Context: an optimization exercise on an open-source flow, tuned for small area and few clock cycles. The choices shown serve that exercise and are no tape-out recipe. Function was checked by simulation only, so behaviour that the tests miss may differ from the original. No activity file was given, so power comes from the tool's default toggle rates.

==> flow/design.v <==
package wre_pkg;
  localparam int REG_W = 9;                    
  localparam int CW    = 8;                    
  localparam int TAP_W = 1;                    
endpackage
module wre_ram #(
  parameter int WIDTH = 8
) (
  input  logic             clk,
  input  logic [7:0]       len_m1,
  input  logic             we,
  input  logic             wtap,
  input  logic [WIDTH-1:0] wdata,
  input  logic             rtap,
  output logic [WIDTH-1:0] rdata
);
  localparam int BL = 128;
  logic             nblk;
  logic [6:0]       nfine;
  logic [WIDTH-1:0] head_r;
  logic [WIDTH-1:0] fine_in;
  logic [WIDTH-1:0] ftap [8];
  logic [WIDTH-1:0] blk_r [BL];
  assign nblk  = len_m1[7];
  assign nfine = len_m1[6:0];
  assign fine_in = (we && !wtap) ? wdata : head_r;
  assign ftap[7] = fine_in;
  for (genvar k = 6; k >= 0; k--) begin : g_fine
    localparam int LEN = 1 << k;
    logic [WIDTH-1:0] st_r [LEN];
    always_ff @(posedge clk) begin
      st_r[0] <= ftap[k+1];
      for (int i = 1; i < LEN; i++) st_r[i] <= st_r[i-1];
    end
    assign ftap[k] = nfine[k] ? st_r[LEN-1] : ftap[k+1];
  end
  always_ff @(posedge clk) begin
    blk_r[0] <= ftap[0];
    blk_r[1] <= (we && wtap) ? wdata : blk_r[0];
    for (int k = 2; k < BL; k++) blk_r[k] <= blk_r[k-1];
  end
  always_ff @(posedge clk) begin
    head_r <= nblk ? blk_r[BL-1] : ftap[0];
  end
  assign rdata = rtap ? blk_r[0] : head_r;
endmodule
import wre_pkg::*;
module wre_out_fifo
(
  input  logic             clk,
  input  logic             rst_n,
  input  logic             load,       
  input  logic             h_emit,
  input  logic             v_emit,
  input  logic             wall,
  input  logic [CW-1:0]    col,
  input  logic [CW-1:0]    row,
  input  logic [REG_W-1:0] h_len,
  input  logic [REG_W-1:0] v_len,
  output logic             room,       
  output logic             out_valid,
  input  logic             out_ready,
  output logic             out_is_vertical,
  output logic [REG_W-1:0] out_rect_x,
  output logic [REG_W-1:0] out_rect_y,
  output logic [REG_W-1:0] out_rect_width,
  output logic [REG_W-1:0] out_rect_height,
  output logic             out_last
);
  localparam int EW = 4 + 2 * CW + REG_W;
  logic          v0_r, v1_r;
  logic [EW-1:0] e0_r, e1_r;
  logic [EW-1:0] first, second;
  logic          pop, two;
  logic          put0, put1;
  assign pop = v0_r && out_ready;
  assign two = h_emit && v_emit;
  always_comb begin
    if (!v0_r || (!v1_r && pop)) room = 1'b1;
    else if (!v1_r || pop)       room = !two;
    else                         room = !(h_emit || v_emit);
  end
  assign first  = {!h_emit, !two, !h_emit || wall, h_emit || wall, col, row,
                   h_emit ? h_len : v_len};
  assign second = {1'b1, 1'b1, 1'b1, wall, col, row, v_len};
  assign put0 = load && (h_emit || v_emit) && (!v0_r || (pop && !v1_r));
  assign put1 = load && (h_emit || v_emit) && !put0;
  always_ff @(posedge clk) begin
    if (!rst_n) begin
      v0_r <= 1'b0;
      v1_r <= 1'b0;
    end else begin
      v0_r <= put0 || (v0_r && !pop) || v1_r;
      v1_r <= (put0 && two) || put1 || (v1_r && !pop);
    end
  end
  always_ff @(posedge clk) begin
    if (put0)             e0_r <= first;
    else if (pop && v1_r) e0_r <= e1_r;
    if (put0)             e1_r <= second;
    else if (put1)        e1_r <= first;
  end
  assign out_valid       = v0_r;
  assign out_is_vertical = e0_r[EW-1];
  assign out_last        = e0_r[EW-2];
  assign out_rect_x      = {1'b0, e0_r[REG_W+2*CW-1:REG_W+CW]} + REG_W'(e0_r[EW-3]);
  assign out_rect_y      = {1'b0, e0_r[REG_W+CW-1:REG_W]} + REG_W'(e0_r[EW-4]);
  assign out_rect_width  = e0_r[EW-1] ? REG_W'(1) : e0_r[REG_W-1:0];
  assign out_rect_height = e0_r[EW-1] ? e0_r[REG_W-1:0] : REG_W'(1);
endmodule
import wre_pkg::*;
module wall_run_extractor
#(
  parameter int MAX_WIDTH = 256
) (
  input  logic             clk,
  input  logic             rst_n,
  input  logic             in_valid,
  output logic             in_ready,
  input  logic             in_is_wall,
  output logic             out_valid,
  input  logic             out_ready,
  output logic             out_is_vertical,
  output logic [REG_W-1:0] out_rect_x,
  output logic [REG_W-1:0] out_rect_y,
  output logic [REG_W-1:0] out_rect_width,
  output logic [REG_W-1:0] out_rect_height,
  output logic             out_last,
  input  logic             cfg_we,
  input  logic [0:0]       cfg_index,
  input  logic [REG_W-1:0] cfg_wdata
);
  logic [CW-1:0]    w_m1_r, h_m1_r;
  logic [CW-1:0]    cfg_m1;
  logic [CW-1:0]    col_r, row_r;
  logic             row0_r;
  logic [CW-1:0]    rrun_r;
  logic             accept, last_col, last_row, wall;
  logic [CW-1:0]    dp_r;
  logic             hv_r, wbv_r;
  logic [CW-1:0]    hold_r, wb_r;
  logic             at_p, at_w, have_old;
  logic             ring_we;
  logic [TAP_W-1:0] ring_wtap;
  logic [CW-1:0]    ring_wdata, ring_rdata;
  logic [CW-1:0]    dp_dec;
  logic [CW-1:0]    v_old, v_new;
  logic [REG_W-1:0] h_len, v_len;
  logic             h_emit, v_emit;
  logic             room;
  assign cfg_m1 = (cfg_wdata == '0) ? '0 :
                  cfg_wdata[REG_W-1] ? {CW{1'b1}} : CW'(cfg_wdata - 9'd1);
  always_ff @(posedge clk) begin
    if (!rst_n) begin
      w_m1_r <= CW'(31);
      h_m1_r <= CW'(31);
    end else if (cfg_we) begin
      if (cfg_index == 1'b0) w_m1_r <= cfg_m1;
      else                   h_m1_r <= cfg_m1;
    end
  end
  assign at_p     = (dp_r[6:0] == 7'd0);
  assign dp_dec   = (dp_r == '0) ? w_m1_r : dp_r - CW'(1);
  assign at_w     = (dp_dec[6:0] == 7'd0);
  assign have_old = row0_r || hv_r || at_p;
  assign ring_we    = wbv_r ? at_w : at_p;
  assign ring_wtap  = wbv_r ? dp_dec[7] : dp_r[7];
  assign ring_wdata = wbv_r ? wb_r : accept ? v_new : ring_rdata;
  wre_ram #(
    .WIDTH (CW)
  ) u_col_ring (
    .clk    (clk),
    .len_m1 (w_m1_r),
    .we     (ring_we),
    .wtap   (ring_wtap),
    .wdata  (ring_wdata),
    .rtap   (dp_r[7]),
    .rdata  (ring_rdata)
  );
  assign in_ready = !wbv_r && have_old && room;
  assign accept   = in_valid && in_ready;
  assign wall     = in_is_wall;
  assign last_col = (col_r == w_m1_r);
  assign last_row = (row_r == h_m1_r);
  assign h_len  = {1'b0, rrun_r} + REG_W'(wall);
  assign h_emit = wall ? (last_col && (rrun_r[CW-1:1] != '0)) :
                         ((rrun_r[CW-1:2] != '0) || (rrun_r[1:0] == 2'd3));
  assign v_old  = row0_r ? '0 : hv_r ? hold_r : ring_rdata;
  assign v_len  = {1'b0, v_old} + REG_W'(wall);
  assign v_emit = wall ? (last_row && (v_old[CW-1:1] != '0)) :
                         ((v_old[CW-1:2] != '0) || (v_old[1:0] == 2'd3));
  assign v_new  = wall ? v_len[CW-1:0] : '0;
  always_ff @(posedge clk) begin
    if (!rst_n) begin
      col_r  <= '0;
      row_r  <= '0;
      row0_r <= 1'b1;
      rrun_r <= '0;
      dp_r   <= '0;
      hv_r   <= 1'b0;
      wbv_r  <= 1'b0;
    end else if (cfg_we) begin
      col_r  <= '0;
      row_r  <= '0;
      row0_r <= 1'b1;
      rrun_r <= '0;
      dp_r   <= '0;
      hv_r   <= 1'b0;
      wbv_r  <= 1'b0;
    end else begin
      if (accept) begin
        rrun_r <= (wall && !last_col) ? h_len[CW-1:0] : '0;
        if (last_col) begin
          col_r  <= '0;
          row_r  <= last_row ? '0 : row_r + CW'(1);
          row0_r <= last_row;
        end else begin
          col_r  <= col_r + CW'(1);
        end
        hv_r <= 1'b0;
      end else begin
        dp_r <= dp_dec;
        if (!hv_r && !row0_r && at_p) hv_r <= 1'b1;
      end
      if (accept && !at_p) begin
        wbv_r <= 1'b1;
      end else if (wbv_r && at_w) begin
        wbv_r <= 1'b0;
      end
    end
  end
  always_ff @(posedge clk) begin
    if (!hv_r && at_p) hold_r <= ring_rdata;
    if (accept && !at_p) wb_r <= v_new;
  end
  wre_out_fifo u_out (
    .clk             (clk),
    .rst_n           (rst_n),
    .load            (accept),
    .h_emit          (h_emit),
    .v_emit          (v_emit),
    .wall            (wall),
    .col             (col_r),
    .row             (row_r),
    .h_len           (h_len),
    .v_len           (v_len),
    .room            (room),
    .out_valid       (out_valid),
    .out_ready       (out_ready),
    .out_is_vertical (out_is_vertical),
    .out_rect_x      (out_rect_x),
    .out_rect_y      (out_rect_y),
    .out_rect_width  (out_rect_width),
    .out_rect_height (out_rect_height),
    .out_last        (out_last)
  );
endmodule
Settings: LEC_CHECK=0, CAP_MARGIN=20, CORE_MARGIN=2, CORE_UTILIZATION=40, CTS_BUF_LIST=sky130_fd_sc_hd__clkbuf_16, CTS_CLUSTER_DIAMETER=80, CTS_CLUSTER_SIZE=30, SLEW_MARGIN=20; clock period 5.5 ns.
standard.sh (not shown) runs the stock make flow with config.mk's settings and CLKGATE_MAP_FILE= SYNTH_SCRIPT=/design/flow/synth_recipe.tcl, a recipe that flattens the netlist after the stock synthesis.
==> flow/flow/run.sh <==
#!/bin/bash
# The standard layout (standard.sh), with two changes: the clock tree is
# built from clkbuf_16 leaf buffers of up to 30 flip-flops without dummy
# loads, and the port buffers are buf_1 cells.
set -euo pipefail
export CTS_ARGS="-sink_clustering_enable -repair_clock_nets -dont_use_dummy_load -buf_list sky130_fd_sc_hd__clkbuf_8 -root_buf sky130_fd_sc_hd__clkbuf_16 -sink_clustering_size 20 -sink_clustering_max_diameter 60"
export BUFFER_PORTS_ARGS="-buffer_cell sky130_fd_sc_hd__buf_1"
bash standard.sh > standard.log 2>&1
The starting point finished clean.
Testbench counts at the start, summed over its fixed seeds: cycles 298,801.
==> next run, changes <==
--- a/flow/design.v
+++ b/flow/design.v
@@ -66,9 +66,9 @@
   output logic [REG_W-1:0] out_rect_width,
   output logic [REG_W-1:0] out_rect_height,
   output logic             out_last
 );
-  localparam int EW = 4 + 2 * CW + REG_W;
+  localparam int EW = 3 + 2 * CW + REG_W;
   logic          v0_r, v1_r;
   logic [EW-1:0] e0_r, e1_r;
   logic [EW-1:0] first, second;
   logic          pop, two;
@@ -79,11 +79,10 @@
     if (!v0_r || (!v1_r && pop)) room = 1'b1;
     else if (!v1_r || pop)       room = !two;
     else                         room = !(h_emit || v_emit);
   end
-  assign first  = {!h_emit, !two, !h_emit || wall, h_emit || wall, col, row,
-                   h_emit ? h_len : v_len};
-  assign second = {1'b1, 1'b1, 1'b1, wall, col, row, v_len};
+  assign first  = {!h_emit, !two, wall, col, row, h_emit ? h_len : v_len};
+  assign second = {1'b1, 1'b1, wall, col, row, v_len};
   assign put0 = load && (h_emit || v_emit) && (!v0_r || (pop && !v1_r));
   assign put1 = load && (h_emit || v_emit) && !put0;
   always_ff @(posedge clk) begin
     if (!rst_n) begin
@@ -102,10 +101,12 @@
   end
   assign out_valid       = v0_r;
   assign out_is_vertical = e0_r[EW-1];
   assign out_last        = e0_r[EW-2];
-  assign out_rect_x      = {1'b0, e0_r[REG_W+2*CW-1:REG_W+CW]} + REG_W'(e0_r[EW-3]);
-  assign out_rect_y      = {1'b0, e0_r[REG_W+CW-1:REG_W]} + REG_W'(e0_r[EW-4]);
+  assign out_rect_x      = {1'b0, e0_r[REG_W+2*CW-1:REG_W+CW]}
+                           + REG_W'(e0_r[EW-1] || e0_r[EW-3]);
+  assign out_rect_y      = {1'b0, e0_r[REG_W+CW-1:REG_W]}
+                           + REG_W'(!e0_r[EW-1] || e0_r[EW-3]);
   assign out_rect_width  = e0_r[EW-1] ? REG_W'(1) : e0_r[REG_W-1:0];
   assign out_rect_height = e0_r[EW-1] ? e0_r[REG_W-1:0] : REG_W'(1);
 endmodule
 import wre_pkg::*;
@@ -132,9 +133,9 @@
 );
   logic [CW-1:0]    w_m1_r, h_m1_r;
   logic [CW-1:0]    cfg_m1;
   logic [CW-1:0]    col_r, row_r;
-  logic             row0_r;
+  logic             row0;
   logic [CW-1:0]    rrun_r;
   logic             accept, last_col, last_row, wall;
   logic [CW-1:0]    dp_r;
   logic             hv_r, wbv_r;
@@ -161,9 +162,9 @@
   end
   assign at_p     = (dp_r[6:0] == 7'd0);
   assign dp_dec   = (dp_r == '0) ? w_m1_r : dp_r - CW'(1);
   assign at_w     = (dp_dec[6:0] == 7'd0);
-  assign have_old = row0_r || hv_r || at_p;
+  assign have_old = row0 || hv_r || at_p;
   assign ring_we    = wbv_r ? at_w : at_p;
   assign ring_wtap  = wbv_r ? dp_dec[7] : dp_r[7];
   assign ring_wdata = wbv_r ? wb_r : accept ? v_new : ring_rdata;
   wre_ram #(
@@ -181,29 +182,28 @@
   assign accept   = in_valid && in_ready;
   assign wall     = in_is_wall;
   assign last_col = (col_r == w_m1_r);
   assign last_row = (row_r == h_m1_r);
+  assign row0     = (row_r == '0);
   assign h_len  = {1'b0, rrun_r} + REG_W'(wall);
   assign h_emit = wall ? (last_col && (rrun_r[CW-1:1] != '0)) :
                          ((rrun_r[CW-1:2] != '0) || (rrun_r[1:0] == 2'd3));
-  assign v_old  = row0_r ? '0 : hv_r ? hold_r : ring_rdata;
+  assign v_old  = row0 ? '0 : hv_r ? hold_r : ring_rdata;
   assign v_len  = {1'b0, v_old} + REG_W'(wall);
   assign v_emit = wall ? (last_row && (v_old[CW-1:1] != '0)) :
                          ((v_old[CW-1:2] != '0) || (v_old[1:0] == 2'd3));
   assign v_new  = wall ? v_len[CW-1:0] : '0;
   always_ff @(posedge clk) begin
     if (!rst_n) begin
       col_r  <= '0;
       row_r  <= '0;
-      row0_r <= 1'b1;
       rrun_r <= '0;
       dp_r   <= '0;
       hv_r   <= 1'b0;
       wbv_r  <= 1'b0;
     end else if (cfg_we) begin
       col_r  <= '0;
       row_r  <= '0;
-      row0_r <= 1'b1;
       rrun_r <= '0;
       dp_r   <= '0;
       hv_r   <= 1'b0;
       wbv_r  <= 1'b0;
@@ -212,16 +212,15 @@
         rrun_r <= (wall && !last_col) ? h_len[CW-1:0] : '0;
         if (last_col) begin
           col_r  <= '0;
           row_r  <= last_row ? '0 : row_r + CW'(1);
-          row0_r <= last_row;
         end else begin
           col_r  <= col_r + CW'(1);
         end
         hv_r <= 1'b0;
       end else begin
         dp_r <= dp_dec;
-        if (!hv_r && !row0_r && at_p) hv_r <= 1'b1;
+        if (!hv_r && !row0 && at_p) hv_r <= 1'b1;
       end
       if (accept && !at_p) begin
         wbv_r <= 1'b1;
       end else if (wbv_r && at_w) begin
Effect: Sequential power stays flat; global-route usage drops by 0.68 points; combinational power climbs by about 8%; hold slack is worse by 0.023 ns; wire length drops by 7.8%; cell area drops by 0.31%.
Testbench counts after the change, summed over its fixed seeds: cycles 298,801.

==> what the ideal ports hide <==
No port has a modelled driver above. Below, the same layouts with a new extraction and two added sets of constraints.
Step 1: set_driving_cell puts a clkbuf_16 on clk and a buf_2 on each other input, an assumption about the parent block.
Step 2 adds t to the input delays and takes it off the output delays; t is the mean of the earliest and latest rising clock arrival at the registers after step 1. Input paths then give back, and output paths get back, about the clock's delay inside the block.
Three values: ideal ports, drivers, drivers and shift; two values: the first two.
run	shift t [ns]	setup slack, ns	worst hold slack (ns)	clock arrival spread, ns
the first run	0.694	0.253 / 0.185 / 0.878	0.296 / 0.296 / 0.296	0.079 / 0.079
the second run	0.716	1.050 / 0.981 / 1.385	0.273 / 0.273 / 0.273	0.093 / 0.093
After both steps every run listed still meets setup and hold.
